This design comes from an exercise in tuning for small area, a short achievable clock period and few clock cycles per item on the open sky130 flow, not from production work.
The RTL was checked by simulation tests, not by an equivalence proof against the original design.
Power figures rest on the tool's default switching activity, not on a simulated workload.

### design.v
`timescale 1ns / 1ps
module mxt_lexer #(
	parameter int MANTISSA_BITS = 48,
	parameter int DEPTH_BITS = 8
) (
	input  logic        clk,
	input  logic        arst_n,
	input  logic        valid,
	input  logic        is_dig,
	input  logic        is_alp,
	input  logic        is_sp,
	input  logic        is_zero,
	input  logic        is_mark,
	input  logic        is_op,
	input  logic [4:0]  code,
	input  logic        q_v0,
	input  logic        q_v1,
	input  logic        num_held_nopop,
	input  logic        num_held_pop,
	input  logic        tokens_ready,
	output logic        go,
	output logic        push_a,
	output logic        num_a,
	output logic [4:0]  kind_a,
	output logic        push_b,
	output logic [4:0]  kind_b,
	output logic [1:0]  status_b,
	output logic [MANTISSA_BITS-1:0] acc,
	output logic [3:0]  frac,
	output logic        sat
);
	localparam logic [4:0] KIND_PLUS   = 5'd11;
	localparam logic [4:0] KIND_END    = 5'd18;
	localparam logic [1:0] ST_OK      = 2'd0;
	localparam logic [1:0] ST_SYNTAX  = 2'd1;
	localparam logic [1:0] ST_KEYWORD = 2'd2;
	localparam logic [1:0] ST_MIXED   = 2'd3;
	localparam logic [1:0] VAR_NONE = 2'b11;
	localparam int LO_BITS = 24;
	localparam int HI_BITS = MANTISSA_BITS - LO_BITS;
	localparam logic [1:0] CMP_EQ = 2'd0;
	localparam logic [1:0] CMP_LT = 2'd1;
	localparam logic [1:0] CMP_GT = 2'd2;
	localparam int M_IDLE = 0;
	localparam int M_NUMI = 1;   
	localparam int M_NUMF = 2;   
	localparam int M_MARK = 3;   
	localparam int M_WORD = 4;
	localparam int M_ERRS = 5;   
	localparam int M_ERRK = 6;   
	localparam logic [4:0] L_A = 5'd1, L_B = 5'd2, L_C = 5'd3, L_E = 5'd5, L_H = 5'd8,
		L_I = 5'd9, L_N = 5'd14, L_O = 5'd15, L_P = 5'd16, L_Q = 5'd17, L_R = 5'd18,
		L_S = 5'd19, L_T = 5'd20, L_X = 5'd24;
	localparam logic [4:0] W_DEAD  = 5'd8;
	localparam logic [4:0] W_S     = 5'd9;
	localparam logic [4:0] W_SI    = 5'd10;
	localparam logic [4:0] W_SQ    = 5'd11;
	localparam logic [4:0] W_SQR   = 5'd12;
	localparam logic [4:0] W_C     = 5'd13;
	localparam logic [4:0] W_CO    = 5'd14;
	localparam logic [4:0] W_TA    = 5'd15;
	localparam logic [4:0] W_TH    = 5'd16;
	localparam logic [4:0] W_SIN   = 5'd17;
	localparam logic [4:0] W_COS   = 5'd18;
	localparam logic [4:0] W_TAN   = 5'd19;
	localparam logic [4:0] W_ABS   = 5'd20;
	localparam logic [4:0] W_SQRT  = 5'd21;
	localparam logic [4:0] W_PI    = 5'd22;
	localparam logic [4:0] W_E     = 5'd23;
	localparam logic [4:0] W_THETA = 5'd24;
	localparam logic [4:0] W_X     = 5'd25;
	localparam logic [4:0] W_T     = 5'd26;
	localparam logic [4:0] W_THE   = 5'd27;
	localparam logic [4:0] W_THET  = 5'd28;
	localparam logic [4:0] W_A     = 5'd29;
	localparam logic [4:0] W_AB    = 5'd30;
	localparam logic [4:0] W_P     = 5'd31;
	function automatic logic [4:0] word_start(input logic [4:0] l);
		case (l)
			L_S: word_start = W_S;
			L_C: word_start = W_C;
			L_T: word_start = W_T;
			L_A: word_start = W_A;
			L_P: word_start = W_P;
			L_E: word_start = W_E;
			L_X: word_start = W_X;
			default: word_start = W_DEAD;
		endcase
	endfunction
	function automatic logic [4:0] word_next(input logic [4:0] s, input logic [4:0] l);
		word_next = W_DEAD;
		case (s)
			W_S:    if (l == L_I) word_next = W_SI; else if (l == L_Q) word_next = W_SQ;
			W_SI:   if (l == L_N) word_next = W_SIN;
			W_SQ:   if (l == L_R) word_next = W_SQR;
			W_SQR:  if (l == L_T) word_next = W_SQRT;
			W_C:    if (l == L_O) word_next = W_CO;
			W_CO:   if (l == L_S) word_next = W_COS;
			W_T:    if (l == L_A) word_next = W_TA; else if (l == L_H) word_next = W_TH;
			W_TA:   if (l == L_N) word_next = W_TAN;
			W_TH:   if (l == L_E) word_next = W_THE;
			W_THE:  if (l == L_T) word_next = W_THET;
			W_THET: if (l == L_A) word_next = W_THETA;
			W_A:    if (l == L_B) word_next = W_AB;
			W_AB:   if (l == L_S) word_next = W_ABS;
			W_P:    if (l == L_I) word_next = W_PI;
			default: word_next = W_DEAD;
		endcase
	endfunction
	logic [6:0]               m_q, m_n;
	logic [4:0]               w_q, w_n;
	logic [LO_BITS-1:0]       lo_q;
	logic [HI_BITS-1:0]       hi_q;
	logic [3:0]               cpend_q;
	logic                     hpend_q;
	logic [3:0]               frac_q;
	logic                     sat_q;
	logic [3:0]               len_q, len_s, len_d, top_dig;
	logic [1:0]               cmp_q, cmp_s, cmp_d;
	logic [DEPTH_BITS-1:0]    depth_q, depth_n, depth_step;
	logic                     neg_q, neg_n;
	logic [1:0]               var_q, var_n, v;
	logic                     mixed_q, mixed_n;
	logic [3:0] dig;
	logic [LO_BITS+3:0]       wlo;
	logic [HI_BITS-1:0]       whi;
	logic [3:0]               carry;
	logic go0, go1, hclr_q;
	logic over, start, take, take_acc, num, is_kw, fall, err_n;
	assign dig = {code[3], code[2] & !code[3], code[1] & !code[3], code[0]};
	assign num_a = num;
	assign num = m_q[M_NUMI] || m_q[M_NUMF];
	assign start = m_q[M_IDLE] || m_q[M_MARK];
	assign is_kw = w_q[4] && w_q[3:0] >= 4'd1 && w_q[3:0] <= 4'd10;
	assign v = w_q[1:0];
	assign go0 = valid && (is_dig ? !(start && num_held_nopop)
		: ((num || m_q[M_WORD]) ? (!q_v0 && !q_v1) : !q_v1));
	assign go1 = valid && (is_dig ? !(start && num_held_pop)
		: ((num || m_q[M_WORD]) ? !q_v1 : 1'b1));
	assign go = go0 || (go1 && tokens_ready);
	assign wlo[0] = code[0];
	mxt_add #(.N(LO_BITS+3)) u_add_lo (
		.x({1'b0, lo_q, code[2:1]}),
		.y({3'b0, lo_q}),
		.ci(code[3]),
		.s(wlo[LO_BITS+3:1])
	);
	assign carry = wlo[LO_BITS+3:LO_BITS];
	assign whi[0] = cpend_q[0];
	mxt_add #(.N(HI_BITS-1)) u_add_hi (
		.x({hi_q[HI_BITS-4:0], cpend_q[2:1]}),
		.y(hi_q[HI_BITS-2:0]),
		.ci(cpend_q[3]),
		.s(whi[HI_BITS-1:1])
	);
	assign over = len_q == 4'd15 || (len_q == 4'd14
		&& (cmp_q == CMP_GT || (cmp_q == CMP_EQ && dig > 4'd5)));
	always_comb begin
		case (len_q)
			4'd0:  top_dig = 4'd2;
			4'd1:  top_dig = 4'd8;
			4'd2:  top_dig = 4'd1;
			4'd3:  top_dig = 4'd4;
			4'd4:  top_dig = 4'd7;
			4'd5:  top_dig = 4'd4;
			4'd6:  top_dig = 4'd9;
			4'd7:  top_dig = 4'd7;
			4'd8:  top_dig = 4'd6;
			4'd9:  top_dig = 4'd7;
			4'd10: top_dig = 4'd1;
			4'd11: top_dig = 4'd0;
			4'd12: top_dig = 4'd6;
			4'd13: top_dig = 4'd5;
			default: top_dig = 4'd5;
		endcase
	end
	assign len_s = (len_q == 4'd0 && dig == 4'd0) ? 4'd0 : len_q + 4'd1;
	assign cmp_s = (len_q == 4'd0 && dig == 4'd0) ? CMP_EQ
		: cmp_q != CMP_EQ ? cmp_q
		: dig > top_dig ? CMP_GT : dig < top_dig ? CMP_LT : CMP_EQ;
	assign len_d = dig == 4'd0 ? 4'd0 : 4'd1;
	assign cmp_d = dig == 4'd0 ? CMP_EQ : dig > 4'd2 ? CMP_GT : dig < 4'd2 ? CMP_LT : CMP_EQ;
	assign take = go && is_dig && (start || m_q[M_NUMI]
		|| (m_q[M_NUMF] && !over && frac_q != 4'd15));
	assign take_acc = take && !(m_q[M_NUMI] && over);
	always_ff @(posedge clk) begin
		if (take) begin
			frac_q <= m_q[M_MARK] ? 4'd1 : m_q[M_IDLE] ? 4'd0 : frac_q + {3'd0, m_q[M_NUMF]};
			len_q <= start ? len_d : (m_q[M_NUMI] && over) ? 4'd15 : len_s;
			cmp_q <= start ? cmp_d : (m_q[M_NUMI] && over) ? CMP_EQ : cmp_s;
		end
		if (take_acc) lo_q <= start ? {{(LO_BITS-4){1'b0}}, dig} : wlo[LO_BITS-1:0];
		if (take_acc) cpend_q <= {carry[3], carry[2] | carry[3], carry[1] | carry[3], carry[0]};
		if (hpend_q) hi_q <= hclr_q ? '0 : whi;
		if (go && is_dig && (start || m_q[M_NUMI])) sat_q <= !start && over;
	end
	always_ff @(posedge clk or negedge arst_n) begin
		if (!arst_n) begin
			hpend_q <= 1'b0;
			hclr_q <= 1'b0;
		end else begin
			hpend_q <= take_acc;
			hclr_q <= take_acc && start;
		end
	end
	assign acc = {hi_q, lo_q};
	assign frac = frac_q;
	assign sat = sat_q;
	assign depth_step = depth_q + {{(DEPTH_BITS-1){code[1]}}, 1'b1};
	always_comb begin
		m_n = m_q; w_n = w_q;
		depth_n = depth_q; neg_n = neg_q; var_n = var_q; mixed_n = mixed_q;
		push_a = 1'b0; kind_a = 5'd0;
		push_b = 1'b0; kind_b = 5'd0; status_b = ST_OK;
		fall = 1'b1;
		if (num) begin
			if (is_dig) begin
				fall = 1'b0;
			end else if (is_mark && m_q[M_NUMI]) begin
				fall = 1'b0;
				m_n = 7'd1 << M_NUMF;
			end else begin
				push_a = 1'b1;
				m_n = 7'd1 << M_IDLE;
			end
		end else if (m_q[M_MARK]) begin
			if (is_dig) begin
				fall = 1'b0;
				m_n = 7'd1 << M_NUMF;
			end else begin
				m_n = 7'd1 << M_ERRS;
			end
		end else if (m_q[M_WORD]) begin
			if (is_alp || is_dig) begin
				fall = 1'b0;
				w_n = is_alp ? word_next(w_q, code) : W_DEAD;
			end else if (is_kw) begin
				push_a = 1'b1;
				kind_a = {1'b0, w_q[3:0]};
				m_n = 7'd1 << M_IDLE;
				if (w_q[3:0] >= 4'd8) begin
					if (var_q == VAR_NONE) var_n = v;
					else if (var_q != v) mixed_n = 1'b1;
				end
			end else begin
				m_n = 7'd1 << M_ERRK;
			end
		end
		err_n = m_n[M_ERRS] || m_n[M_ERRK];
		if (fall) begin
			if (is_zero) begin
				push_b = 1'b1;
				kind_b = KIND_END;
				if (m_n[M_ERRS]) status_b = ST_SYNTAX;
				else if (m_n[M_ERRK]) status_b = ST_KEYWORD;
				else if (mixed_n) status_b = ST_MIXED;
				else if (depth_q != '0 || neg_q) status_b = ST_SYNTAX;
				else status_b = ST_OK;
				m_n = 7'd1 << M_IDLE;
				depth_n = '0; neg_n = 1'b0; var_n = VAR_NONE; mixed_n = 1'b0;
			end else if (!err_n) begin
				m_n = 7'd1 << M_IDLE;
				if (is_sp) begin
				end else if (is_dig) begin
					m_n = 7'd1 << M_NUMI;
				end else if (is_mark) begin
					m_n = 7'd1 << M_MARK;
				end else if (is_alp) begin
					m_n = 7'd1 << M_WORD;
					w_n = word_start(code);
				end else if (is_op) begin
					push_b = 1'b1;
					kind_b = KIND_PLUS + code;
					if (code == 5'd5) begin
						if (&depth_q) neg_n = 1'b1;
						else depth_n = depth_step;
					end
					if (code == 5'd6) begin
						if (depth_q == '0) neg_n = 1'b1;
						else depth_n = depth_step;
					end
				end else begin
					m_n = 7'd1 << M_ERRS;
				end
			end
		end
	end
	always_ff @(posedge clk or negedge arst_n) begin
		if (!arst_n) begin
			m_q <= 7'd1 << M_IDLE; depth_q <= '0; neg_q <= 1'b0; var_q <= VAR_NONE;
			mixed_q <= 1'b0;
		end else if (go) begin
			m_q <= m_n; depth_q <= depth_n; neg_q <= neg_n; var_q <= var_n;
			mixed_q <= mixed_n;
		end
	end
	always_ff @(posedge clk) begin
		if (go) w_q <= w_n;
	end
endmodule
module mxt_add #(
	parameter int N = 48
) (
	input  logic [N-1:0] x,
	input  logic [N-1:0] y,
	input  logic         ci,
	output logic [N-1:0] s
);
	localparam int LV = 6;   
	logic [N-1:0] p;
	logic [N-1:0] g_l [0:LV];
	logic [N-1:0] p_l [0:LV];
	assign p = x ^ y;
	always_comb begin
		g_l[0] = x & y;
		p_l[0] = p;
		g_l[0][0] = (x[0] & y[0]) | (p[0] & ci);
		for (int l = 0; l < LV; l++) begin
			g_l[l+1] = g_l[l];
			p_l[l+1] = p_l[l];
			for (int i = 0; i < N; i++) begin
				if ((i >> l) % 2 == 1) begin
					g_l[l+1][i] = g_l[l][i] | (p_l[l][i] & g_l[l][((i >> l) << l) - 1]);
					p_l[l+1][i] = p_l[l][i] & p_l[l][((i >> l) << l) - 1];
				end
			end
		end
	end
	assign s = p ^ {g_l[LV][N-2:0], ci};
endmodule
`timescale 1ns / 1ps
module mxt_token_queue (
	input  logic       clk,
	input  logic       arst_n,
	input  logic       go,
	input  logic       push_a,
	input  logic       num_a,
	input  logic [4:0] kind_a,
	input  logic       push_b,
	input  logic [4:0] kind_b,
	input  logic [1:0] status_b,
	output logic       hp0,
	output logic       hp1,
	output logic       num_held,
	output logic       v0,
	output logic       v1,
	output logic       num_held_nopop,
	output logic       num_held_pop,
	output logic       q0_num,
	output logic       tokens_valid,
	input  logic       tokens_ready,
	output logic [4:0] tokens_token_kind,
	output logic [1:0] tokens_status
);
	logic       v0_q, v1_q;
	logic [4:0] k0_q, k1_q;
	logic [1:0] s0_q, s1_q;
	logic       n0_q, n1_q, t0_n;
	logic       pop, pa, pb;
	logic [4:0] t0_k;
	logic [1:0] t0_s;
	assign pop = v0_q && tokens_ready;
	assign hp0 = !v1_q && (!v0_q || tokens_ready);
	assign hp1 = !v1_q || tokens_ready;
	assign q0_num = n0_q;
	assign num_held = (v0_q && n0_q && !tokens_ready) || (v1_q && n1_q);
	assign num_held_nopop = (v0_q && n0_q) || (v1_q && n1_q);
	assign num_held_pop = v1_q && n1_q;
	assign v0 = v0_q;
	assign v1 = v1_q;
	assign tokens_valid = v0_q;
	assign tokens_token_kind = k0_q;
	assign tokens_status = s0_q;
	assign pa = go && push_a;
	assign pb = go && push_b;
	assign t0_k = push_a ? kind_a : kind_b;
	assign t0_s = push_a ? 2'd0 : status_b;
	assign t0_n = push_a && num_a;
	always_ff @(posedge clk or negedge arst_n) begin
		if (!arst_n) begin
			v0_q <= 1'b0;
			v1_q <= 1'b0;
		end else begin
			if (hp0) begin
				v0_q <= pa || pb;
				v1_q <= pa && pb;
			end else if (pop || !v1_q) begin
				v0_q <= 1'b1;
				v1_q <= pa || pb;
			end
		end
	end
	always_ff @(posedge clk) begin
		if (hp0) begin
			k0_q <= t0_k;
			s0_q <= t0_s;
			n0_q <= t0_n;
			k1_q <= kind_b;
			s1_q <= status_b;
			n1_q <= 1'b0;
		end else begin
			if (pop) begin
				k0_q <= k1_q;
				s0_q <= s1_q;
				n0_q <= n1_q;
			end
			if (pop || !v1_q) begin
				k1_q <= t0_k;
				s1_q <= t0_s;
				n1_q <= t0_n;
			end
		end
	end
endmodule
`timescale 1ns / 1ps
module math_expression_tokenizer #(
	parameter int MANTISSA_BITS = 48,
	parameter int DEPTH_BITS = 8
) (
	input  logic clk,
	input  logic arst_n,
	input  logic chars_valid,
	output logic chars_ready,
	input  logic [7:0] chars_character,
	output logic tokens_valid,
	input  logic tokens_ready,
	output logic [4:0] tokens_token_kind,
	output logic [47:0] tokens_number_mantissa,
	output logic [3:0] tokens_fraction_digits,
	output logic [1:0] tokens_status,
	output logic tokens_last,
	input  logic cfg_valid,
	output logic cfg_ready,
	input  logic cfg_comma_decimal_mark
);
	localparam int C_DIG  = 0;
	localparam int C_ALP  = 1;
	localparam int C_SP   = 2;
	localparam int C_ZERO = 3;
	localparam int C_MARK = 4;
	localparam int C_OP   = 5;
	logic        mark_q;
	logic        r0_v;
	logic [5:0]  r0_cls, in_cls;
	logic [4:0]  r0_code, in_code;
	logic        accept, go;
	logic        q_hp0, q_hp1, num_held, q_v0, q_v1, num_held_nopop, num_held_pop;
	logic        push_a, push_b, num_a;
	logic [4:0]  kind_a, kind_b;
	logic [1:0]  status_b;
	logic        q0_num;
	logic [47:0] acc;
	logic [3:0]  frac;
	logic        sat;
	logic [7:0]  ch;
	assign cfg_ready = 1'b1;
	assign chars_ready = !r0_v || go;
	assign accept = chars_valid && chars_ready;
	assign ch = chars_character;
	always_comb begin
		in_cls = '0;
		in_code = {1'b0, ch[3], ch[2] | ch[3], ch[1] | ch[3], ch[0]};
		in_cls[C_DIG] = ch >= "0" && ch <= "9";
		in_cls[C_ALP] = (ch >= "a" && ch <= "z") || (ch >= "A" && ch <= "Z");
		in_cls[C_SP] = ch == " " || (ch >= 8'd9 && ch <= 8'd13);
		in_cls[C_ZERO] = ch == 8'd0;
		in_cls[C_MARK] = mark_q ? (ch == ",") : (ch == ".");
		if (in_cls[C_ALP]) in_code = ch[5] ? ch[4:0] : 5'd0;
		case (ch)
			"+": begin in_cls[C_OP] = 1'b1; in_code = 5'd0; end
			"-": begin in_cls[C_OP] = 1'b1; in_code = 5'd1; end
			"*": begin in_cls[C_OP] = 1'b1; in_code = 5'd2; end
			"/": begin in_cls[C_OP] = 1'b1; in_code = 5'd3; end
			"^": begin in_cls[C_OP] = 1'b1; in_code = 5'd4; end
			"(": begin in_cls[C_OP] = 1'b1; in_code = 5'd5; end
			")": begin in_cls[C_OP] = 1'b1; in_code = 5'd6; end
			default: ;
		endcase
	end
	always_ff @(posedge clk or negedge arst_n) begin
		if (!arst_n) mark_q <= 1'b0;
		else if (cfg_valid) mark_q <= cfg_comma_decimal_mark;
	end
	always_ff @(posedge clk or negedge arst_n) begin
		if (!arst_n) r0_v <= 1'b0;
		else if (chars_ready) r0_v <= chars_valid;
	end
	always_ff @(posedge clk) begin
		if (chars_ready) begin
			r0_cls <= in_cls;
			r0_code <= in_code;
		end
	end
	mxt_lexer #(
		.MANTISSA_BITS(MANTISSA_BITS),
		.DEPTH_BITS(DEPTH_BITS)
	) u_lexer (
		.clk(clk),
		.arst_n(arst_n),
		.valid(r0_v),
		.is_dig(r0_cls[C_DIG]),
		.is_alp(r0_cls[C_ALP]),
		.is_sp(r0_cls[C_SP]),
		.is_zero(r0_cls[C_ZERO]),
		.is_mark(r0_cls[C_MARK]),
		.is_op(r0_cls[C_OP]),
		.code(r0_code),
		.q_v0(q_v0),
		.q_v1(q_v1),
		.num_held_nopop(num_held_nopop),
		.num_held_pop(num_held_pop),
		.tokens_ready(tokens_ready),
		.go(go),
		.push_a(push_a),
		.num_a(num_a),
		.kind_a(kind_a),
		.push_b(push_b),
		.kind_b(kind_b),
		.status_b(status_b),
		.acc(acc),
		.frac(frac),
		.sat(sat)
	);
	mxt_token_queue u_queue (
		.clk(clk),
		.arst_n(arst_n),
		.go(go),
		.push_a(push_a),
		.num_a(num_a),
		.kind_a(kind_a),
		.push_b(push_b),
		.kind_b(kind_b),
		.status_b(status_b),
		.hp0(q_hp0),
		.hp1(q_hp1),
		.num_held(num_held),
		.v0(q_v0),
		.v1(q_v1),
		.num_held_nopop(num_held_nopop),
		.num_held_pop(num_held_pop),
		.q0_num(q0_num),
		.tokens_valid(tokens_valid),
		.tokens_ready(tokens_ready),
		.tokens_token_kind(tokens_token_kind),
		.tokens_status(tokens_status)
	);
	assign tokens_last = tokens_token_kind[4] & tokens_token_kind[1];
	assign tokens_number_mantissa = q0_num ? (acc | {48{sat}}) : 48'd0;
	assign tokens_fraction_digits = q0_num ? frac : 4'd0;
endmodule
### flow/run.sh
#!/bin/bash
# the standard layout, with the port buffers made from buf_2 cells instead
# of the delay buffers buffer_ports picks by default; every port still gets
# its own buffer. make's output goes to standard.log, each ORFS step's to
# its own log under orfs/logs.
set -euo pipefail
export BUFFER_PORTS_ARGS="-buffer_cell sky130_fd_sc_hd__buf_2"
bash standard.sh > standard.log 2>&1
### standard.sh
#!/bin/bash
# synth_recipe.tcl (not shown) runs the flow's synth.tcl, then flattens the netlist and writes it again
# the make line also repeats each setting of config.mk as NAME=value (left out here)
make -C /OpenROAD-flow-scripts/flow DESIGN_CONFIG=/design/flow/config.mk WORK_HOME=/design/flow/orfs CLKGATE_MAP_FILE= SYNTH_SCRIPT=/design/flow/synth_recipe.tcl "${@:-finish}"
### config.mk
export PLATFORM = sky130hd
export DESIGN_NAME = math_expression_tokenizer
export DESIGN_NICKNAME = math_expression_tokenizer
export VERILOG_FILES = /design/flow/design.v
export SDC_FILE = /design/flow/constraint.sdc
export NUM_CORES = 4
export LEC_CHECK = 0
export CAP_MARGIN = 20
export CORE_MARGIN = 2
export CORE_UTILIZATION = 40
export CTS_BUF_LIST = sky130_fd_sc_hd__clkbuf_4 sky130_fd_sc_hd__clkbuf_8
export CTS_CLUSTER_SIZE = 30
export SETUP_SLACK_MARGIN = 1.8
export SLEW_MARGIN = 20
### constraint.sdc
create_clock -name core_clock -period 5.3 [get_ports {clk}]
set_input_delay 1.0600 -clock core_clock [delete_from_list [all_inputs] [get_ports {clk}]]
set_output_delay 1.0600 -clock core_clock [all_outputs]
set_load 0.01 [all_outputs]
==> results.txt, run 1 <==
status=complete, no violations; Worst R2R Start=r0_code[3]; min Tclk post-route=3.32 ns; clk_skew=0.0177 ns; number of global-route vias before repair=6868; multiplexer share of the synthesized area=1.19%; Post-Synth XOR/XNOR Area=4.13%; core area=0.0218 mm2; Layout fillers=2067; drt wl/cell=16.9 um; Power Dens Cells=566 mW/mm2; sequential area share after synthesis=39.0%; Sequential Area=0.00347 mm2; Hold Buf Count CTS=0; Via density=5.64; multi-input logic area=0.00513 mm2; Post-Syn Nets=1019; first-pass GRT wire length=35800 um; Final Max Slew Viols=0; worst path bufs/invs=1; WP data arrival=2.26 ns; Main synth FF type=edfxtp_1; Core Util, Final=45.6%; height of the die=153 um; maximum VDD drop=0.202 mV; Routed Antenna Nets=0; Post-Synth Simple-Gate Area=18.0%; Levels on crit path=6; Final Cycle Share=62.6%; GRT Total Usage=18.7%; type of the worst setup path=reg -> out; Area Growth Syn to Fin=11.9%; Synth Register Bits=120; clock latency (worst-skew pair)=0.46 ns; CTS sink cnt=120; Worst path slowest cell=dfrtp_1; IO Count=77; CTS Root Cell=clkbuf_8; post-synthesis cell type count=82; top cell type's share of synthesized area=31.7%; worst setup path startpoint=u_lexer.m_q[1]; ys async rst share=20.8%; gr ovfl total=0; crit-path leading delay family=simple AND/OR/NAND/NOR gates; Num CTS Buffers=17; final hold vios=0; WP data required=4.24 ns; initial antenna violation count=0; largest net degree at the start of global routing=53; drt drc=0; hold_ws=0.487 ns; synthesized area=0.00890 mm2; EDFF count, synth=94; pre-CTS setup slack=1.27 ns; Starting Density=40.8%; GP Congestion=0.903; drt initial violations=527; Post-Synth Adder-Cell Area=12.0%; First-pass DRT Iterations=6; Hold Crit Start=u_queue.n1_q; Slew @ Worst Pin=0.961 ns; CTS tree=yes; Vias=7226; worst-path maximum fanout=13; share of post-route cells with drive strength above 1=15.3%; H-tree levels=4; yosys warns=9; DIE AREA=0.0235 mm2; HPWL Detailed=15200 um; setup TNS=0 ns; dominant cells by area after synthesis=edfxtp_1 32%, ha_1 9.0%, dfrtp_1 6.2%; Clock Path Buffers=2; Reg clk slew, reported paths=0.08 ns; complex-gate fraction of the synthesized area=21.6%; Hold Crit Depth=2; slew margin rel.=35.7%; antenna cell count=0; CP endpoint kind=output pin; R2R cell count=12; syn avg cell area=9.59 um2; nets=1080; Syn Inst Count=928; drt total wl=21600 um; Final setup viols=0; Final WS setup=1.98 ns; Startpoint Class=flop; leakage component of the power=4.03 nW; FP Rows=54; number of port buffers=75; crit-path max cell delay=0.52 ns; RSZ-0062 raised after global routing=false; largest family of logic cells by synthesized area=compound AO/OA/AOI/OAI gates; Synth area leader=edfxtp_1; worst min path class=reg -> reg; CP cell instances=or2_1 -> o22ai_1 -> a21oi_1 -> nand2b_1 -> nand2_4 -> buf_2; Max Fclk=302 MHz; Die W=153 um; Max Cap Viol=0
==> state kept, by name, indices dropped and copies added, names as in the netlist, 6 cells and up <==
register         flops
u_lexer.hi_q        24
u_lexer.lo_q        24
u_lexer.depth_q      8
u_lexer.m_q          7
r0_cls               6
==> cells in the final DEF (no fill, tap or decap), drive strengths merged, types with 30 or more instances in the layout <==
cell / count
a21oi: 58
nand2: 56
edfxtp: 94
nor2: 82
ha: 64
buf: 88
xnor2: 30
o21a: 59
o21ai: 49
inv: 42
==> repair_timing <==
| action | 4_1_cts | 5_1_grt |
|---|---|---|
| endpoints found under the setup margin | 38 | 38 |
| cloned | 0 | 1 |
| setup buffers | 1 | 5 |
| gates resized for setup | 2 | 8 |
| hold endpoints to repair | 0 | 0 |
==> worst register-to-register path: cells and delay by family, from the launching register on <==
| kind | cells | cell delay [ns] |
|---|---|---|
| AO/OA/AOI/OAI | 5 | 1.11 |
| AND/OR/NAND/NOR | 1 | 0.21 |
| flip-flops | 1 | 0.36 |
| adder cells (fa/ha/maj) | 2 | 0.64 |
| buffers and inverters | 3 | 0.44 |
| multiplexers | 1 | 0.31 |
==> routing by layer <==
layer	global-route usage (%)	vias to the layer above	share of wire, %
met5	0	-	0
met4	4.67	0	1.4
met3	3.37	21	4.6
met2	30.2	188	46
met1	26.2	3447	48
li1	-	3570	-
==> cells in the mapped netlist, types with 5 or more instances <==
cell and instances:
and3_1 8, clkbuf_1 36, buf_2 6, a21oi_1 58
nand2b_1 13, nand4_1 12, o21ai_0 40, o31ai_1 6
nor2b_1 15, or2_2 5, o21ai_1 9, nor3b_1 9
o22ai_1 6, nor4_1 11, ha_1 64, o211ai_1 6
and2_1 16, a21o_1 16, xnor2_1 30, xor2_1 12
edfxtp_1 94, a22o_1 7, nor2_1 81, inv_1 43
nand2_1 56, nor3_1 26, dfrtp_1 22, o21a_1 59
o22a_1 7, or3_1 6, o21bai_1 6, mux2i_1 5
nand3_1 27, a211oi_1 13, a22oi_1 5, fa_1 13
a31oi_1 9
==> layout make-up <==
cell class / instances / area share [%]
Tap cell: 280 / 3.52
Timing Repair Buffer: 88 / 4.75
Clock buffer: 21 / 2.71
Multi-Input combinational cell: 719 / 51.5
Sequential cell: 120 / 34.9
Clock inverter: 11 / 1.02
Inverter: 43 / 1.66
==> cell families after synthesis <==
kind of cell,count (synthesis)
and+or+nand+nor,307
AOI/OAI and AO/OA,281
DFF,120
buffers and inverters,90
adders and majority gates,78
xor gates and xnor gates,42
muxes,9
other,1
==> power by group <==
group | internal (W) | switching, W
Sequential | 0.00148 | 0.000424
Clock | 0.000398 | 0.000401
Combinational | 0.00123 | 0.00170
Total | 0.00311 | 0.00253
==> per-stage QoR <==
stage          instance area (um2)  power (W)  instances
3_5_place_dp                  9490    0.00477       1243
5_1_grt                       9960    0.00612       1282
3_3_place_gp                  9490    0.00475       1243
4_1_cts                       9880    0.00560       1276
2_1_floorplan                 8900    0.00397        928
6_report                      9960    0.00564       1282
==> path summary, 6_finish.rpt <==
kind	end	slack (ns)
worst max register to register	u_lexer.cpend_q[1]	1.99
worst min-delay path	u_queue.n1_q	0.49
min in group asynchronous	u_lexer.m_q[5]	0.63
worst min register to register	u_queue.n1_q	0.49
worst max-delay path	chars_ready	1.98
max in group asynchronous	u_lexer.hpend_q	4.23
Testbench counts, summed over its fixed seeds: cycles 45,710, chars 45,683.
==> run 2, diff against run 1 <==
--- a/config.mk
+++ b/config.mk
@@ -10,5 +10,5 @@
 export CORE_UTILIZATION = 40
 export CTS_BUF_LIST = sky130_fd_sc_hd__clkbuf_4 sky130_fd_sc_hd__clkbuf_8
 export CTS_CLUSTER_SIZE = 30
-export SETUP_SLACK_MARGIN = 1.8
+export SETUP_SLACK_MARGIN = 2.4
 export SLEW_MARGIN = 20
==> run 2 against run 1 <==
  * Critical path depth grew 5
  * Cell count grew 3.1%
  * Core utilization up 3.0 points
  * Global-route usage up 0.68 points
  * Fmax up 9.0%
  * Sequential share of layout area down 2.2 points
  * Die area stayed put
  * Non-clock buffer count increased by 40
  * Total power grew 8.8%
  * Critical path type is now reg -> reg
  * Largest cell class unchanged
  * Highest routed layer unchanged
==> results.txt, run 2 <==
Final setup viols=0 (unchanged); Main synth FF type=edfxtp_1; drt drc=0 (unchanged); commonest non-fill, non-tap cell in the layout=edfxtp_1; CTS Root Cell=clkbuf_8; initial antenna violation count=0 (unchanged); Starting Density=40.8% (unchanged); clock latency (worst-skew pair)=0.45 ns (about the same); Slew @ Worst Pin=1.07 ns (+0.104 ns); Startpoint Class=flop; Core Util, Final=48.7% (+3.0 points); HPWL Detailed=15200 um (+0.41%); final instance area=0.0106 mm2 (+6.6%); IO Count=77 (unchanged); top cell type's share of synthesized area=31.7% (unchanged); Reg clk slew, reported paths=0.08 ns (about the same); worst min path class=reg -> reg; status=complete, no violations; Synth area leader=edfxtp_1; RSZ-0062 raised after global routing=true; ys async rst share=20.8% (unchanged); slew margin rel.=29.0% (-6.7 points); clk_skew=0.0219 ns (+0.00413 ns); Clock Path Buffers=2 (unchanged); core area=0.0218 mm2 (unchanged); final hold vios=0 (unchanged); maximum VDD drop=0.213 mV (+5.2%); antenna cell count=0 (unchanged); Post-Syn Nets=1019 (unchanged); Synth top cells by count=94 x edfxtp_1, 81 x nor2_1, 64 x ha_1; nets=1120 (+3.7%); leakage component of the power=4.28 nW (+6.4%); CTS tree=yes; first-pass GRT wire length=37200 um (+4.0%); drt total wl=22900 um (+5.7%); First-pass DRT Iterations=5 (-1); Routed Antenna Nets=0 (unchanged); WP data required=5.50 ns (+1.26 ns); synthesized area=0.00890 mm2 (unchanged); Layout fillers=2043 (-1.2%); height of the die=153 um (unchanged); largest net degree at the start of global routing=53 (unchanged); yosys warns=9 (unchanged); gr ovfl total=0 (unchanged); crit-path max cell delay=0.47 ns (-0.05 ns); post-synthesis cell type count=82 (unchanged); Area Growth Syn to Fin=19.3%; H-tree levels=4 (unchanged); drt initial violations=503 (-4.6%); sequential area share after synthesis=39.0% (unchanged); Via density=5.73 (+1.6%); Post-Synth XOR/XNOR Area=4.13% (unchanged); Die W=153 um (unchanged); drt wl/cell=17.3 um (+2.5%); leading cell types in the layout, fill and taps excluded=94 x edfxtp_1, 80 x nor2_1, 73 x buf_2; worst-path maximum fanout=4 (-9); Post-Synth Adder-Cell Area=12.0% (unchanged); Final Max Slew Viols=0 (unchanged); Post-Synth Simple-Gate Area=18.0% (unchanged); Worst path slowest cell=edfxtp_1; Max Cap Viol=0 (unchanged); dpl cell area=0.00952 mm2 (+0.29%); CP endpoint kind=flop; Num CTS Buffers=17 (unchanged); type of the worst setup path=reg -> reg; Syn Inst Count=928 (unchanged); syn avg cell area=9.59 um2 (unchanged); EDFF count, synth=94 (unchanged); setup TNS=0 ns (unchanged); Final Cycle Share=57.4% (-5.2 points); crit-path leading delay family=compound AO/OA/AOI/OAI gates; Power Dens Cells=578 mW/mm2 (+2.1%); WP data arrival=3.24 ns (+0.98 ns); multiplexer share of the synthesized area=1.19% (unchanged); number of global-route vias before repair=7208 (+5.0%); min Tclk post-route=3.04 ns (-0.274 ns); dominant cells by area after synthesis=edfxtp_1 32%, ha_1 9.0%, dfrtp_1 6.2%; Max Fclk=329 MHz (+9.0%); GRT Total Usage=19.4% (+0.68 points); largest registers=u_lexer.hi_q (24), u_lexer.lo_q (24), u_lexer.depth_q (8); DIE AREA=0.0235 mm2 (unchanged); worst path bufs/invs=2 (+1); CP cell instances=inv_2 -> fa_2 -> inv_2 -> fa_2 -> a211oi_4 -> o21ai_2 -> a211oi_2 -> or3_4 -> a31oi_4 -> a221o_1 -> mux2_4; FP Rows=54 (unchanged); top-count cell post-synth=edfxtp_1; number of port buffers=75 (unchanged); Vias=7573 (+4.8%); CTS sink cnt=120 (unchanged); GP Congestion=0.883 (-2.2%); Synth Register Bits=120 (unchanged); largest family of logic cells by synthesized area=compound AO/OA/AOI/OAI gates; share of post-route cells with drive strength above 1=22.9% (+7.7 points); complex-gate fraction of the synthesized area=21.6% (unchanged)
[run 2: cell counts after synthesis]
No cell type changed its count.
[run 2: where the power goes]
| group | switching [W] | internal, W |
|---|---|---|
| Clock | 0.000432 | 0.000425 |
| Sequential | 0.000384 | 0.00148 |
| Combinational | 0.00193 | 0.00148 |
| Total | 0.00274 | 0.00339 |
[run 2: stage by stage]
stage	total power, W	worst slack, ns	hold slack, ns	std cells
2_1_floorplan	0.00401	2.18	0.456	928
3_3_place_gp	0.00477	1.52	0.481	1240
3_5_place_dp	0.00480	1.43	0.476	1240
4_1_cts	0.00590	2.32	0.486	1303
5_1_grt	0.00659	2.16	0.524	1322
6_report	0.00613	2.26	0.488	1322
[run 2: routing by layer]
metal | track usage (%) | wire, um | part of all wire [%] | up-vias
li1 | - | - | - | 3663
met3 | 3.37 | 1050 | 4.6 | 34
met2 | 31.8 | 10800 | 47 | 201
met1 | 26.8 | 10600 | 46 | 3675
met5 | 0 | 0 | 0 | -
met4 | 4.85 | 354 | 1.5 | 0
[run 2: worst paths after layout]
| kind | to | start | cells past startpoint | slack (ns) |
|---|---|---|---|---|
| worst max-delay path | u_lexer.cpend_q[1] | r0_code[1] | 11 | 2.26 |
| worst min-delay path | u_queue.n1_q | u_queue.n1_q | 2 | 0.49 |
| worst max register to register | u_lexer.cpend_q[1] | r0_code[1] | 11 | 2.26 |
| worst min register to register | u_queue.n1_q | u_queue.n1_q | 2 | 0.49 |
| max in group asynchronous | u_lexer.m_q[1] | arst_n | 1 | 4.19 |
| min in group asynchronous | u_lexer.depth_q[4] | arst_n | 1 | 0.64 |
[run 2: layout make-up]
class                      count  area (um2)  area share, %
clock buffer                  17         234           2.20
timing repair buffer         128         841           7.92
tap                          280         350           3.30
multi-input combinational    719        5390           50.7
inverter                      43         168           1.58
clock inverter                15         164           1.54
sequential                   120        3470           32.7
[run 2: logic make-up after synthesis]
family	Yosys count
AND/OR/NAND/NOR	307
AO/OA/AOI/OAI	281
flip-flops	120
buffers and inverters	90
adder cells (fa/ha/maj)	78
XOR/XNOR	42
multiplexers	9
other	1
[run 2: repair_timing]
| action | CTS | global route |
|---|---|---|
| pin swaps | 13 | 16 |
| gates cloned | 1 | 0 |
| resized for setup | 31 | 37 |
| endpoints found under the setup margin | 76 | 56 |
| buffers inserted | 30 | 19 |
| hold buffers | 0 | 0 |
[run 2: tightest hold or removal path, cell delays in order (launching register included)]
cell     delay [ns]
dfxtp_1        0.33
nand3_1        0.06
a21oi_1        0.05
==> run 3, diff against run 2 <==
--- a/config.mk
+++ b/config.mk
@@ -10,5 +10,5 @@
 export CORE_UTILIZATION = 40
 export CTS_BUF_LIST = sky130_fd_sc_hd__clkbuf_4 sky130_fd_sc_hd__clkbuf_8
 export CTS_CLUSTER_SIZE = 30
-export SETUP_SLACK_MARGIN = 2.4
+export SETUP_SLACK_MARGIN = 2.7
 export SLEW_MARGIN = 20
==> run 3 against run 2 <==
  * Still clean
  * Clock skew down 0.0054 ns
  * First-iteration DRC count rose by 18%
  * Critical path depth did not move
  * Clock power is 15% lower
  * Count of clock-buffer cells in the layout increased by 5
  * Via count rose by 0.94%
  * Sequential share of layout area decreased by 0.84 points
  * Critical endpoint unchanged
  * Largest power group unchanged
==> results.txt, run 3 <==
Max Cap Viol=0 (unchanged); CTS tree=yes; Post-Syn Nets=1019 (unchanged); Final Cycle Share=56.4% (-1.0 points); drt initial violations=595 (+18%); largest net degree at the start of global routing=53 (unchanged); yosys warns=9 (unchanged); Finished Layout Cells=1343 (+1.6%); Main synth FF type=edfxtp_1; Hold Buf Count CTS=0 (unchanged); Final Max Slew Viols=0 (unchanged); number of global-route vias before repair=7294 (+1.2%); Via density=5.69 (-0.64%); drt drc=0 (unchanged); largest registers=u_lexer.hi_q (24), u_lexer.lo_q (24), u_lexer.depth_q (8); nets=1141 (+1.9%); share of post-route cells with drive strength above 1=26.7% (+3.8 points); number of port buffers=75 (unchanged); dominant cells by area after synthesis=edfxtp_1 32%, ha_1 9.0%, dfrtp_1 6.2%; post-placement cell count=1239 (-0.081%); WP data arrival=3.18 ns (-0.06 ns); top cell type's share of synthesized area=31.7% (unchanged); setup TNS=0 ns (unchanged); Seq pwr share=29.4% (-1.0 points); DIE AREA=0.0235 mm2 (unchanged); drt total wl=23200 um (+1.4%); sequential area share after synthesis=39.0% (unchanged); cell internal pwr=0.00343 W (+1.0%); Worst path slowest cell=edfxtp_1; Synth area leader=edfxtp_1; R2R Setup Slk=2.31 ns (+0.05 ns); Sequential Area=0.00347 mm2 (about the same); CTS Root Cell=clkbuf_8; Syn Inst Count=928 (unchanged); EDFF count, synth=94 (unchanged); Final setup viols=0 (unchanged); WP data required=5.49 ns (about the same); slew margin rel.=28.3% (-0.66 points); Area Growth Syn to Fin=22.5%; H-tree levels=4 (unchanged); CTS sink cnt=120 (unchanged); Switching Power=0.00278 W (+1.2%); crit-path max cell delay=0.45 ns (-0.02 ns); Startpoint Class=flop; First-pass DRT Iterations=5 (unchanged); crit-path leading delay family=compound AO/OA/AOI/OAI gates; CP cell instances=inv_2 -> fa_2 -> inv_2 -> fa_2 -> a211oi_4 -> o21ai_1 -> a211oi_2 -> or3_4 -> a31oi_1 -> a221o_1 -> mux2_1; syn avg cell area=9.59 um2 (unchanged); type of the worst setup path=reg -> reg; min Tclk post-route=2.99 ns (-0.0545 ns); multi-input logic area=0.00560 mm2 (+3.9%); Routed Antenna Nets=0 (unchanged); worst min path class=reg -> reg; Vias=7644 (+0.94%); Reg clk slew, reported paths=0.08 ns (about the same); synthesized area=0.00890 mm2 (unchanged); post-synthesis cell type count=82 (unchanged); gr ovfl total=0 (unchanged); antenna cell count=0 (unchanged); Sw Share=44.8% (about the same); Die W=153 um (unchanged); final instance area=0.0109 mm2 (+2.7%); Power Dens Cells=569 mW/mm2 (-1.5%); ys async rst share=20.8% (unchanged); status=complete, no violations; clock share of power=11.8% (-2.2 points); FP Rows=54 (unchanged); Num CTS Buffers=17 (unchanged); GRT Total Usage=19.5% (+0.086 points); Starting Density=40.8% (unchanged); core area=0.0218 mm2 (unchanged); Max Fclk=335 MHz (+1.8%); initial antenna violation count=0 (unchanged); leading cell types in the layout, fill and taps excluded=94 x edfxtp_1, 80 x nor2_1, 73 x buf_2; Slew @ Worst Pin=1.08 ns (+0.00987 ns); RSZ-0062 raised after global routing=true; leakage component of the power=4.42 nW (+3.3%); worst-path maximum fanout=4 (unchanged); maximum VDD drop=0.224 mV (+5.0%); first-pass GRT wire length=37300 um (+0.22%); clk_skew=0.0164 ns (-0.00544 ns); final hold vios=0 (unchanged); commonest non-fill, non-tap cell in the layout=edfxtp_1; CP endpoint kind=flop; clock latency (worst-skew pair)=0.45 ns (about the same); HPWL Detailed=15400 um (+1.2%); worst path bufs/invs=2 (unchanged); top-count cell post-synth=edfxtp_1; height of the die=153 um (unchanged); Gate power share=58.8% (+3.2 points); Synth Register Bits=120 (unchanged); Clock Path Buffers=2 (unchanged); Layout fillers=2023 (-0.98%); dpl cell area=0.00960 mm2 (+0.78%); IO Count=77 (unchanged); Total Power=0.00620 W (+1.1%); Synth top cells by count=94 x edfxtp_1, 81 x nor2_1, 64 x ha_1; drt wl/cell=17.3 um (-0.23%); GP Congestion=0.890 (+0.77%)
-- run 3: cell counts after synthesis --
No cell type changed its count.
-- run 3: layout make-up --
class | instances | share of cell area (%)
clock inverters | 10 | 0.493
inverters | 43 | 1.57
multi-input cells | 720 | 51.3
clock buffers | 22 | 2.60
well taps | 280 | 3.21
flip-flops and latches | 120 | 31.9
repair buffers | 148 | 8.91
-- run 3: routing by layer --
layer  vias up  GRT usage (%)  wire length [um]
met1      3646           26.8             10600
met3        43           3.32              1210
li1       3704              -                 -
met5         -              0                 0
met4         0           6.83               593
met2       251           31.2             10700
-- run 3: power by group through the flow --
stage               logic [W]  clock network (W)  registers [W]
floorplan             0.00237                  0        0.00170
global placement      0.00287                  0        0.00196
detailed placement    0.00289                  0        0.00196
CTS                   0.00339           0.000745        0.00181
global route          0.00402           0.000780        0.00186
finish                0.00365           0.000730        0.00182
-- run 3: cells by family after synthesis --
kind of cell	Yosys count	share of synthesized area [%]
XOR/XNOR	42	4.13
other	1	0.0421
AO/OA/AOI/OAI	281	21.6
flip-flops	120	39.0
multiplexers	9	1.19
AND/OR/NAND/NOR	307	18.0
buffers and inverters	90	3.92
adder cells (fa/ha/maj)	78	12.0
-- run 3: worst paths after layout --
| path | cells after the start | startpoint | endpoint |
|---|---|---|---|
| setup reg to reg | 11 | r0_code[1] | u_lexer.cpend_q[1] |
| hold reg to reg | 2 | u_queue.n1_q | u_queue.n1_q |
| max in group asynchronous | 1 | arst_n | u_lexer.m_q[2] |
| hold / removal | 2 | u_queue.n1_q | u_queue.n1_q |
| min in group asynchronous | 1 | arst_n | u_lexer.m_q[6] |
| setup / recovery | 11 | r0_code[1] | u_lexer.cpend_q[1] |
-- run 3: stage by stage --
step	hold slack [ns]	setup WS, ns	util [%]
global placement	0.479	1.91	44.0
global route	0.524	2.22	50.0
detailed placement	0.487	1.89	44.0
CTS	0.498	2.28	48.1
floorplan	0.455	2.18	-
finish	0.499	2.31	50.0
-- run 3: what timing repair did --
action / in CTS / in global routing
buffers inserted: 46 / 24
gates cloned: 2 / 0
pin swaps: 24 / 25
setup endpoints to repair: 163 / 107
resized for setup: 49 / 47
-- run 3: worst register-to-register path, delay by kind of cell, from the launching register on --
kind | cells | cell delay, ns
AO/OA/AOI/OAI | 5 | 1.04
adder cells (fa/ha/maj) | 2 | 0.58
buffers and inverters | 2 | 0.15
flip-flops | 1 | 0.45
multiplexers | 1 | 0.33
AND/OR/NAND/NOR | 1 | 0.19
==> run 4, diff against run 3 <==
--- a/config.mk
+++ b/config.mk
@@ -10,5 +10,5 @@
 export CORE_UTILIZATION = 40
 export CTS_BUF_LIST = sky130_fd_sc_hd__clkbuf_4 sky130_fd_sc_hd__clkbuf_8
 export CTS_CLUSTER_SIZE = 30
-export SETUP_SLACK_MARGIN = 2.7
+export SETUP_SLACK_MARGIN = 2.0
 export SLEW_MARGIN = 20
==> run 4 against run 3 <==
  * Still clean on timing, DRC and antenna
  * Setup slack lost 0.19 ns
  * Worst hold slack worse by 0.0018 ns
  * Die area did not move
  * First-iteration DRC count decreased by 22%
  * Cell count down 4.1%
  * Sequential share of layout area is 2.8 points higher
  * Critical endpoint is now chars_ready
  * Largest cell class unchanged
==> results.txt, run 4 <==
crit-path max cell delay=0.21 ns (-0.24 ns); worst-path maximum fanout=9 (+5); WP data arrival=2.12 ns (-1.06 ns); Main synth FF type=edfxtp_1; Routed Antenna Nets=0 (unchanged); Num CTS Buffers=17 (unchanged); cell mode on critical path=buf_2; dominant cells by area after synthesis=edfxtp_1 32%, ha_1 9.0%, dfrtp_1 6.2%; EDFF count, synth=94 (unchanged); gr ovfl total=0 (unchanged); leading cell types in the layout, fill and taps excluded=94 x edfxtp_1, 81 x nor2_1, 75 x buf_2; CTS Root Cell=clkbuf_8; IO Count=77 (unchanged); First-pass DRT Iterations=5 (unchanged); Final Max Slew Viols=0 (unchanged); Vias=7293 (-4.6%); Final setup viols=0 (unchanged); Hold Buf Count CTS=0 (unchanged); drt wl/cell=16.6 um (-3.9%); leakage component of the power=4.04 nW (-8.6%); synthesized area=0.00890 mm2 (unchanged); crit-path leading delay family=simple AND/OR/NAND/NOR gates; final hold vios=0 (unchanged); largest registers=u_lexer.hi_q (24), u_lexer.lo_q (24), u_lexer.depth_q (8); CTS sink cnt=120 (unchanged); CP endpoint kind=output pin; number of port buffers=75 (unchanged); Synth area leader=edfxtp_1; drt drc=0 (unchanged); Die W=153 um (unchanged); drt initial violations=467 (-22%); Slew @ Worst Pin=1.05 ns (-0.0215 ns); core area=0.0218 mm2 (unchanged); CP cell instances=buf_2 -> nor2b_2 -> o22ai_1 -> a21oi_1 -> nand2b_1 -> nand2_4 -> buf_2; type of the worst setup path=in -> out; worst min path class=reg -> reg; slew margin rel.=29.8% (+1.4 points); worst path bufs/invs=2 (unchanged); Starting Density=40.8% (unchanged); Area Growth Syn to Fin=12.7%; GP Congestion=0.905 (+1.7%); min Tclk post-route=3.18 ns (+0.191 ns); Synth Register Bits=120 (unchanged); height of the die=153 um (unchanged); Clock Path Buffers=2 (unchanged); initial antenna violation count=0 (unchanged); Finished Layout Cells=1288 (-4.1%); top cell type's share of synthesized area=31.7% (unchanged); CTS tree=yes; number of global-route vias before repair=7003 (-4.0%); first-pass GRT wire length=35700 um (-4.4%); largest net degree at the start of global routing=53 (unchanged); Layout fillers=2101 (+3.9%); maximum VDD drop=0.182 mV (-19%); top-count cell post-synth=edfxtp_1; sequential area share after synthesis=39.0% (unchanged); HPWL Detailed=15000 um (-2.3%); setup TNS=0 ns (unchanged); yosys warns=9 (unchanged); Via density=5.66 (-0.52%); drt total wl=21400 um (-7.9%); post-placement cell count=1244 (+0.40%); Worst path slowest cell=nand2b_1; Max Fclk=315 MHz (-6.0%); H-tree levels=4 (unchanged); post-synthesis cell type count=82 (unchanged); FP Rows=54 (unchanged); antenna cell count=0 (unchanged); Syn Inst Count=928 (unchanged); hold_ws=0.497 ns (-0.00182 ns); Synth top cells by count=94 x edfxtp_1, 81 x nor2_1, 64 x ha_1; Reg clk slew, reported paths=0.08 ns (about the same); DIE AREA=0.0235 mm2 (unchanged); WP data required=4.24 ns (-1.25 ns); Post-Syn Nets=1019 (unchanged); ys async rst share=20.8% (unchanged); share of post-route cells with drive strength above 1=16.4% (-10 points); syn avg cell area=9.59 um2 (unchanged); commonest non-fill, non-tap cell in the layout=edfxtp_1; Final Cycle Share=60.0% (+3.6 points); final instance area=0.0100 mm2 (-8.0%); Startpoint Class=input port; clock latency (worst-skew pair)=0.44 ns (about the same); dpl cell area=0.00952 mm2 (-0.83%); RSZ-0062 raised after global routing=true; status=complete, no violations; Max Cap Viol=0 (unchanged); Power Dens Cells=567 mW/mm2 (-0.34%); GRT Total Usage=18.5% (-0.99 points); clk_skew=0.0159 ns (-0.000552 ns); nets=1086 (-4.8%)
==> run 4: stage by stage <==
| stage | setup slack [ns] | utilization (%) | total power, W |
|---|---|---|---|
| final | 2.12 | 46.0 | 0.00568 |
| after floorplan | 2.02 | - | 0.00397 |
| after CTS | 2.02 | 45.5 | 0.00562 |
| after detailed placement | 1.30 | 43.6 | 0.00477 |
| after global placement | 1.36 | 43.6 | 0.00475 |
| after global routing | 1.94 | 46.0 | 0.00615 |
==> run 4: cell type report <==
class                   instances  area (um2)  share of cell area (%)
clock inverters                12         103                    1.02
repair buffers                 95         533                    5.31
inverters                      43         165                    1.65
clock buffers                  20         263                    2.62
multi-input cells             718        5140                    51.3
flip-flops and latches        120        3470                    34.6
well taps                     280         350                    3.49
==> run 4: final timing paths <==
path                           startpoint               to  slack (ns)  depth (start not counted)
min reg2reg                  u_queue.n1_q     u_queue.n1_q        0.50                          2
max reg2reg                u_lexer.m_q[1]  u_lexer.lo_q[4]        2.13                         10
max                          tokens_ready      chars_ready        2.12                          7
max in group asynchronous          arst_n   u_lexer.m_q[1]        4.18                          1
min                          u_queue.n1_q     u_queue.n1_q        0.50                          2
min in group asynchronous          arst_n    u_lexer.neg_q        0.65                          1
==> run 4: logic make-up (layout without fill, tap and decap cells) <==
logic type	after synthesis	after routing	synth area share, %
xor gates and xnor gates	42	42	4.13
other	1	1	0.0421
and+or+nand+nor	307	307	18.0
muxes	9	9	1.19
buffers and inverters	90	170	3.92
adders and majority gates	78	78	12.0
DFF	120	120	39.0
AOI/OAI and AO/OA	281	281	21.6
==> run 4: where the power goes <==
part | internal [W] | switching [W] | total [W]
Sequential | 0.00148 | 0.000423 | 0.00190
Clock | 0.000390 | 0.000401 | 0.000791
Combinational | 0.00127 | 0.00172 | 0.00299
==> run 4: per-layer routing <==
metal	track usage (%)	up-vias	part of all wire (%)
met5	0	-	0
met4	5.60	0	1.6
met3	2.84	27	4.4
met2	30.3	188	47
met1	25.4	3487	47
li1	-	3591	-
==> run 4: tightest hold or removal path, delay by kind of cell, from the launching register on <==
kind	cells	cell delay, ns
compound gates	1	0.05
simple gates	1	0.07
flops	1	0.33
==> run 4: repair_timing <==
| action | CTS | global route |
|---|---|---|
| gates resized for setup | 9 | 8 |
| pin swaps | 2 | 4 |
| endpoints found under the setup margin | 37 | 42 |
| setup buffers | 3 | 9 |
==> run 5, diff against run 4 <==
--- a/design.v
+++ b/design.v
@@ -29,7 +29,6 @@
 	output logic [3:0]  frac,
 	output logic        sat
 );
-	localparam logic [4:0] KIND_PLUS   = 5'd11;
 	localparam logic [4:0] KIND_END    = 5'd18;
 	localparam logic [1:0] ST_OK      = 2'd0;
 	localparam logic [1:0] ST_SYNTAX  = 2'd1;
@@ -206,7 +205,7 @@
 	assign acc = {hi_q, lo_q};
 	assign frac = frac_q;
 	assign sat = sat_q;
-	assign depth_step = depth_q + {{(DEPTH_BITS-1){code[1]}}, 1'b1};
+	assign depth_step = depth_q + {{(DEPTH_BITS-1){code[0]}}, 1'b1};
 	always_comb begin
 		m_n = m_q; w_n = w_q;
 		depth_n = depth_q; neg_n = neg_q; var_n = var_q; mixed_n = mixed_q;
@@ -270,12 +269,12 @@
 					w_n = word_start(code);
 				end else if (is_op) begin
 					push_b = 1'b1;
-					kind_b = KIND_PLUS + code;
-					if (code == 5'd5) begin
+					kind_b = code;
+					if (code == 5'd16) begin
 						if (&depth_q) neg_n = 1'b1;
 						else depth_n = depth_step;
 					end
-					if (code == 5'd6) begin
+					if (code == 5'd17) begin
 						if (depth_q == '0) neg_n = 1'b1;
 						else depth_n = depth_step;
 					end
@@ -467,13 +466,13 @@
 		in_cls[C_MARK] = mark_q ? (ch == ",") : (ch == ".");
 		if (in_cls[C_ALP]) in_code = ch[5] ? ch[4:0] : 5'd0;
 		case (ch)
-			"+": begin in_cls[C_OP] = 1'b1; in_code = 5'd0; end
-			"-": begin in_cls[C_OP] = 1'b1; in_code = 5'd1; end
-			"*": begin in_cls[C_OP] = 1'b1; in_code = 5'd2; end
-			"/": begin in_cls[C_OP] = 1'b1; in_code = 5'd3; end
-			"^": begin in_cls[C_OP] = 1'b1; in_code = 5'd4; end
-			"(": begin in_cls[C_OP] = 1'b1; in_code = 5'd5; end
-			")": begin in_cls[C_OP] = 1'b1; in_code = 5'd6; end
+			"+": begin in_cls[C_OP] = 1'b1; in_code = 5'd11; end
+			"-": begin in_cls[C_OP] = 1'b1; in_code = 5'd12; end
+			"*": begin in_cls[C_OP] = 1'b1; in_code = 5'd13; end
+			"/": begin in_cls[C_OP] = 1'b1; in_code = 5'd14; end
+			"^": begin in_cls[C_OP] = 1'b1; in_code = 5'd15; end
+			"(": begin in_cls[C_OP] = 1'b1; in_code = 5'd16; end
+			")": begin in_cls[C_OP] = 1'b1; in_code = 5'd17; end
 			default: ;
 		endcase
 	end
==> run 5 against run 4 <==
  * Critical endpoint unchanged
  * Highest routed layer unchanged
  * Critical path type unchanged
  * Largest cell class unchanged
  * Area after synthesis fell by 0.69%
  * First-iteration DRC count fell by 7.1%
  * Wire length rose by 0.40%
==> results.txt, run 5 <==
Final Max Slew Viols=0 (unchanged); drt total wl=21400 um (+0.40%); Synth top cells by count=97 x nor2_1, 94 x edfxtp_1, 82 x nand2_1; worst-path maximum fanout=7 (-2); RSZ-0062 raised after global routing=true; Synth Register Bits=120 (unchanged); leakage component of the power=4.20 nW (+3.9%); top cell type's share of synthesized area=31.9% (+0.22 points); number of global-route vias before repair=7151 (+2.1%); Routed Antenna Nets=0 (unchanged); CTS tree=yes; top-count cell post-synth=nor2_1; synthesized area=0.00884 mm2 (-0.69%); WP data arrival=2.15 ns (+0.03 ns); commonest non-fill, non-tap cell in the layout=nor2_1; Reg clk slew, reported paths=0.07 ns (about the same); maximum VDD drop=0.244 mV (+34%); pre-CTS setup slack=1.66 ns (+0.362 ns); share of post-route cells with drive strength above 1=16.7% (+0.30 points); Worst path slowest cell=nor2b_4; CTS sink cnt=120 (unchanged); antenna cell count=0 (unchanged); EDFF count, synth=94 (unchanged); HPWL Detailed=14600 um (-2.8%); Max Cap Viol=0 (unchanged); Hold Buf Count CTS=0 (unchanged); post-placement cell count=1243 (-0.080%); Vias=7235 (-0.80%); Die W=153 um (-0.34%); CP cell instances=buf_2 -> nor2b_4 -> nor2_4 -> o2bb2ai_2 -> nand2b_1 -> nand3_1 -> buf_6 -> nand2_1 -> buf_6 -> buf_2; Starting Density=40.6% (-0.16 points); Slew @ Worst Pin=1.07 ns (+0.0180 ns); GRT Total Usage=18.6% (+0.099 points); IO Count=77 (unchanged); type of the worst setup path=in -> out; Max Fclk=312 MHz (-0.94%); clk_skew=0.0206 ns (+0.00472 ns); Final Cycle Share=60.6% (+0.57 points); drt drc=0 (unchanged); Final setup viols=0 (unchanged); height of the die=153 um (-0.34%); setup TNS=0 ns (unchanged); core area=0.0218 mm2 (-0.31%); leading cell types in the layout, fill and taps excluded=96 x nor2_1, 94 x edfxtp_1, 82 x nand2_1; Final WS setup=2.09 ns (-0.0303 ns); dominant cells by area after synthesis=edfxtp_1 32%, ha_1 8.3%, dfrtp_1 6.2%; largest net degree at the start of global routing=53 (unchanged); Synth area leader=edfxtp_1; status=complete, no violations; largest registers=u_lexer.hi_q (24), u_lexer.lo_q (24), u_lexer.depth_q (8); Num CTS Buffers=17 (unchanged); nets=1081 (-0.46%); Power Dens Cells=674 mW/mm2 (+19%); H-tree levels=4 (unchanged); DIE AREA=0.0233 mm2 (-0.67%); Via density=5.62 (-0.80%); Syn Inst Count=931 (+0.32%); syn avg cell area=9.50 um2 (-1.0%); FP Rows=54 (unchanged); number of port buffers=75 (unchanged); CP endpoint kind=output pin; First-pass DRT Iterations=5 (unchanged); gr ovfl total=0 (unchanged); initial antenna violation count=0 (unchanged); Finished Layout Cells=1288 (unchanged); sequential area share after synthesis=39.3% (+0.27 points); clock latency (worst-skew pair)=0.45 ns (about the same); CTS Root Cell=clkbuf_8; yosys warns=9 (unchanged); worst min path class=reg -> reg; crit-path max cell delay=0.15 ns (-0.06 ns); WP data required=4.24 ns (about the same); final hold vios=0 (unchanged); min Tclk post-route=3.21 ns (+0.0303 ns); Startpoint Class=input port; Main synth FF type=edfxtp_1; Clock Path Buffers=2 (unchanged); drt initial violations=434 (-7.1%); Post-Syn Nets=1017 (-0.20%); first-pass GRT wire length=35900 um (+0.73%); Total Power=0.00675 W (+19%); post-synthesis cell type count=78 (-4.9%); GP Congestion=0.868 (-4.1%); drt wl/cell=16.6 um (+0.40%); ys async rst share=20.8% (unchanged); Area Growth Syn to Fin=13.4%; slew margin rel.=28.6% (-1.2 points)
-- run 5: repair_timing --
action | CTS | global route
resized for setup | 10 | 14
pin swaps | 1 | 6
gates cloned | 1 | 0
setup buffers | 2 | 10
setup endpoints to repair | 13 | 14
-- run 5: critical path: cells and delay by family --
kind,cells,cell delay (ns)
buffers and inverters,4,0.50
and+or+nand+nor,5,0.43
AOI/OAI and AO/OA,1,0.14
-- run 5: layout make-up --
cell class,count,area [um2]
Clock buffer,18,241
Timing Repair Buffer,94,526
Multi-Input combinational cell,724,5070
Inverter,38,143
Fill cell,2099,11700
Sequential cell,120,3470
Clock inverter,14,220
Tap cell,280,350
-- run 5: where the power goes --
| part | internal [W] | switching, W | total [W] | leakage, nW |
|---|---|---|---|---|
| registers | 0.00161 | 0.000526 | 0.00214 | 1.23 |
| logic | 0.00159 | 0.00204 | 0.00362 | 2.74 |
| clock network | 0.000569 | 0.000420 | 0.000989 | 0.233 |
-- run 5: final timing paths --
kind / endpoint / from / depth (start not counted) / slack (ns)
worst min register to register: u_queue.n1_q / u_queue.n1_q / 2 / 0.50
worst max-delay path: chars_ready / tokens_ready / 10 / 2.09
min in group asynchronous: mark_q / arst_n / 1 / 0.65
worst max register to register: u_lexer.depth_q[3] / u_lexer.w_q[0] / 8 / 2.13
worst min-delay path: u_queue.n1_q / u_queue.n1_q / 2 / 0.50
max in group asynchronous: u_lexer.m_q[3] / arst_n / 1 / 4.15
-- run 5: cell families (layout without fill, tap and decap cells) --
kind of cell | after synthesis | count (layout) | synth area share, %
flip-flops | 120 | 120 | 39.3
other | 1 | 1 | 0.0424
buffers and inverters | 88 | 164 | 4.39
AND/OR/NAND/NOR | 332 | 333 | 18.8
adder cells (fa/ha/maj) | 72 | 72 | 11.3
XOR/XNOR | 43 | 43 | 4.26
multiplexers | 7 | 7 | 0.962
AO/OA/AOI/OAI | 268 | 268 | 21.0
-- run 5: per-layer routing --
layer / vias to the layer above / GRT usage [%] / share of wire, %
met5: - / 0 / 0
met4: 0 / 5.64 / 1.3
met3: 21 / 3.24 / 4.7
met2: 213 / 31.1 / 48
met1: 3448 / 24.8 / 46
li1: 3553 / - / -
-- run 5: per-stage QoR --
step	util (%)	instance area, um2	hold WS (ns)
after floorplan	-	8850	0.450
after global routing	46.1	10000	0.524
after detailed placement	43.1	9380	0.477
after CTS	45.5	9900	0.492
final	46.1	10000	0.498
after global placement	43.1	9380	0.471
Testbench counts of run 5, summed over its fixed seeds: cycles 45,710, chars 45,683.
==> run 6, diff against run 5 <==
--- a/config.mk
+++ b/config.mk
@@ -10,5 +10,5 @@
 export CORE_UTILIZATION = 40
 export CTS_BUF_LIST = sky130_fd_sc_hd__clkbuf_4 sky130_fd_sc_hd__clkbuf_8
 export CTS_CLUSTER_SIZE = 30
-export SETUP_SLACK_MARGIN = 2.0
+export SETUP_SLACK_MARGIN = 2.3
 export SLEW_MARGIN = 20
==> run 6 against run 5 <==
  * Global-route usage is 0.066 points higher
  * Clock power is 1% higher
  * First-iteration DRC count is 16% higher
  * Flip-flop and latch count stayed put
  * Critical endpoint unchanged
  * Count of clock-buffer cells in the layout is 1 lower
  * Cell count is 2.2% higher
  * Critical path type unchanged
  * Largest cell class unchanged
  * Clock skew is 0.0058 ns lower
  * Highest routed layer unchanged
  * Core utilization is 1.3 points higher
  * Combinational power is 8.3% higher
  * Setup slack better by 0.16 ns
==> results.txt, run 6 <==
status=complete, no violations; CP cell instances=buf_8 -> nor2b_4 -> nor2_4 -> o2bb2ai_2 -> nand2b_1 -> nand3_2 -> buf_6 -> nand2_8 -> buf_6; Area Growth Syn to Fin=16.5%; FP Rows=54 (unchanged); RSZ-0062 raised after global routing=true; Power Dens Cells=678 mW/mm2 (+0.66%); clock latency (worst-skew pair)=0.45 ns (about the same); drt total wl=21900 um (+2.2%); First-pass DRT Iterations=5 (unchanged); crit-path max cell delay=0.14 ns (about the same); Reg clk slew, reported paths=0.08 ns (about the same); top cell type's share of synthesized area=31.9% (unchanged); WP data required=4.24 ns (about the same); Starting Density=40.6% (unchanged); Final Max Slew Viols=0 (unchanged); Hold Crit Depth=2 (unchanged); Main synth FF type=edfxtp_1; worst setup path startpoint=tokens_ready; type of the worst setup path=in -> out; GP Congestion=0.861 (-0.74%); Startpoint Class=input port; post-synthesis cell type count=78 (unchanged); Worst path slowest cell=nor2b_4; nets=1109 (+2.6%); core area=0.0218 mm2 (unchanged); number of port buffers=75 (unchanged); CTS sink cnt=120 (unchanged); drt initial violations=503 (+16%); crit-path leading delay family=simple AND/OR/NAND/NOR gates; commonest non-fill, non-tap cell in the layout=nor2_1; hold_ws=0.500 ns (+0.00256 ns); ys async rst share=20.8% (unchanged); Levels on crit path=9 (-1); Synth top cells by count=97 x nor2_1, 94 x edfxtp_1, 82 x nand2_1; Syn Inst Count=931 (unchanged); clk_skew=0.0148 ns (-0.00576 ns); number of global-route vias before repair=7142 (-0.13%); sequential area share after synthesis=39.3% (unchanged); antenna cell count=0 (unchanged); Via density=5.59 (-0.45%); synthesized area=0.00884 mm2 (unchanged); WP data arrival=1.99 ns (-0.16 ns); Post-Syn Nets=1017 (unchanged); Synth Register Bits=120 (unchanged); final hold vios=0 (unchanged); CTS Root Cell=clkbuf_8; leading cell types in the layout, fill and taps excluded=96 x nor2_1, 94 x edfxtp_1, 81 x nand2_1; Hold Buf Count CTS=0 (unchanged); EDFF count, synth=94 (unchanged); Hold Crit Start=u_lexer.neg_q; initial antenna violation count=0 (unchanged); syn avg cell area=9.50 um2 (unchanged); setup TNS=0 ns (unchanged); Sequential Area=0.00348 mm2 (about the same); Max Cap Viol=0 (unchanged); R2R cell count=12 (+4); HPWL Detailed=14600 um (+0.25%); Synth area leader=edfxtp_1; gr ovfl total=0 (unchanged); drt wl/cell=16.7 um (about the same); Die W=153 um (unchanged); H-tree levels=4 (unchanged); slew margin rel.=31.5% (+2.9 points); worst-path maximum fanout=6 (-1); height of the die=153 um (unchanged); worst path bufs/invs=3 (-1); share of post-route cells with drive strength above 1=20.0% (+3.3 points); drt drc=0 (unchanged); top-count cell post-synth=nor2_1; dominant cells by area after synthesis=edfxtp_1 32%, ha_1 8.3%, dfrtp_1 6.2%; maximum VDD drop=0.246 mV (+0.78%)
==> run 6: cell counts after synthesis <==
No cell type changed its count.
==> run 6: final timing paths <==
check / end / slack (ns)
max: chars_ready / 2.25
min: u_lexer.neg_q / 0.50
max reg2reg: u_lexer.hi_q[18] / 2.36
min reg2reg: u_lexer.neg_q / 0.50
max in group asynchronous: u_lexer.m_q[2] / 4.22
min in group asynchronous: u_lexer.depth_q[5] / 0.62
==> run 6: what timing repair did <==
action / in CTS / in global routing
endpoints found under the setup margin: 67 / 58
pin swaps: 5 / 15
buffers inserted: 14 / 27
cloned: 0 / 2
resized for setup: 18 / 20
==> run 6: power by group <==
group	switching, W	internal [W]
Combinational	0.00219	0.00173
Clock	0.000428	0.000571
Sequential	0.000445	0.00161
==> run 6: cell type report <==
type                       instances  area share, %
inverter                          38           1.39
multi-input combinational        725           49.7
clock buffer                      17           2.27
timing repair buffer             121           7.19
sequential                       120           33.8
tap                              280           3.40
clock inverter                    15           2.31
==> run 6: kinds of logic after synthesis <==
kind of cell,count (synthesis),share of synthesized area (%)
other,1,0.0424
flip-flops,120,39.3
multiplexers,7,0.962
buffers and inverters,88,4.39
adder cells (fa/ha/maj),72,11.3
AO/OA/AOI/OAI,268,21.0
AND/OR/NAND/NOR,332,18.8
XOR/XNOR,43,4.26
==> run 6: layer usage <==
| layer | vias up | GRT usage (%) | wire length (um) |
|---|---|---|---|
| met5 | - | 0 | 0 |
| met4 | 0 | 5.60 | 300 |
| met3 | 23 | 2.79 | 1120 |
| met2 | 216 | 31.2 | 10600 |
| met1 | 3495 | 25.1 | 9850 |
| li1 | 3625 | - | - |
==> run 6: metrics by stage <==
step                std cells  power [W]  setup WS [ns]  cell area, um2  utilization [%]
detailed placement       1241    0.00559           1.70            9380             43.1
global route             1316    0.00757           2.18           10300             47.3
finish                   1316    0.00698           2.25           10300             47.3
global placement         1241    0.00553           1.77            9380             43.1
CTS                      1287    0.00675           2.07           10000             46.0
floorplan                 931    0.00468           2.27            8860                -
==> run 6: worst reg2reg max path: stages (launching register included) <==
cell	delay (ns)
edfxtp_1	0.43
inv_2	0.08
fa_2	0.18
inv_2	0.04
fa_2	0.36
a211oi_2	0.27
o211ai_1	0.18
nand4b_1	0.19
nand2_1	0.12
a21o_1	0.21
fa_1	0.37
xnor2_1	0.18
nor2_1	0.06

Setup slack of run 6, layout unchanged: 2.255 ns with ideal ports, 2.214 ns with driving cells assumed (clock clkbuf_16, inputs buf_2), 1.979 ns with port delays also shifted by the 0.477 ns mid clock arrival.
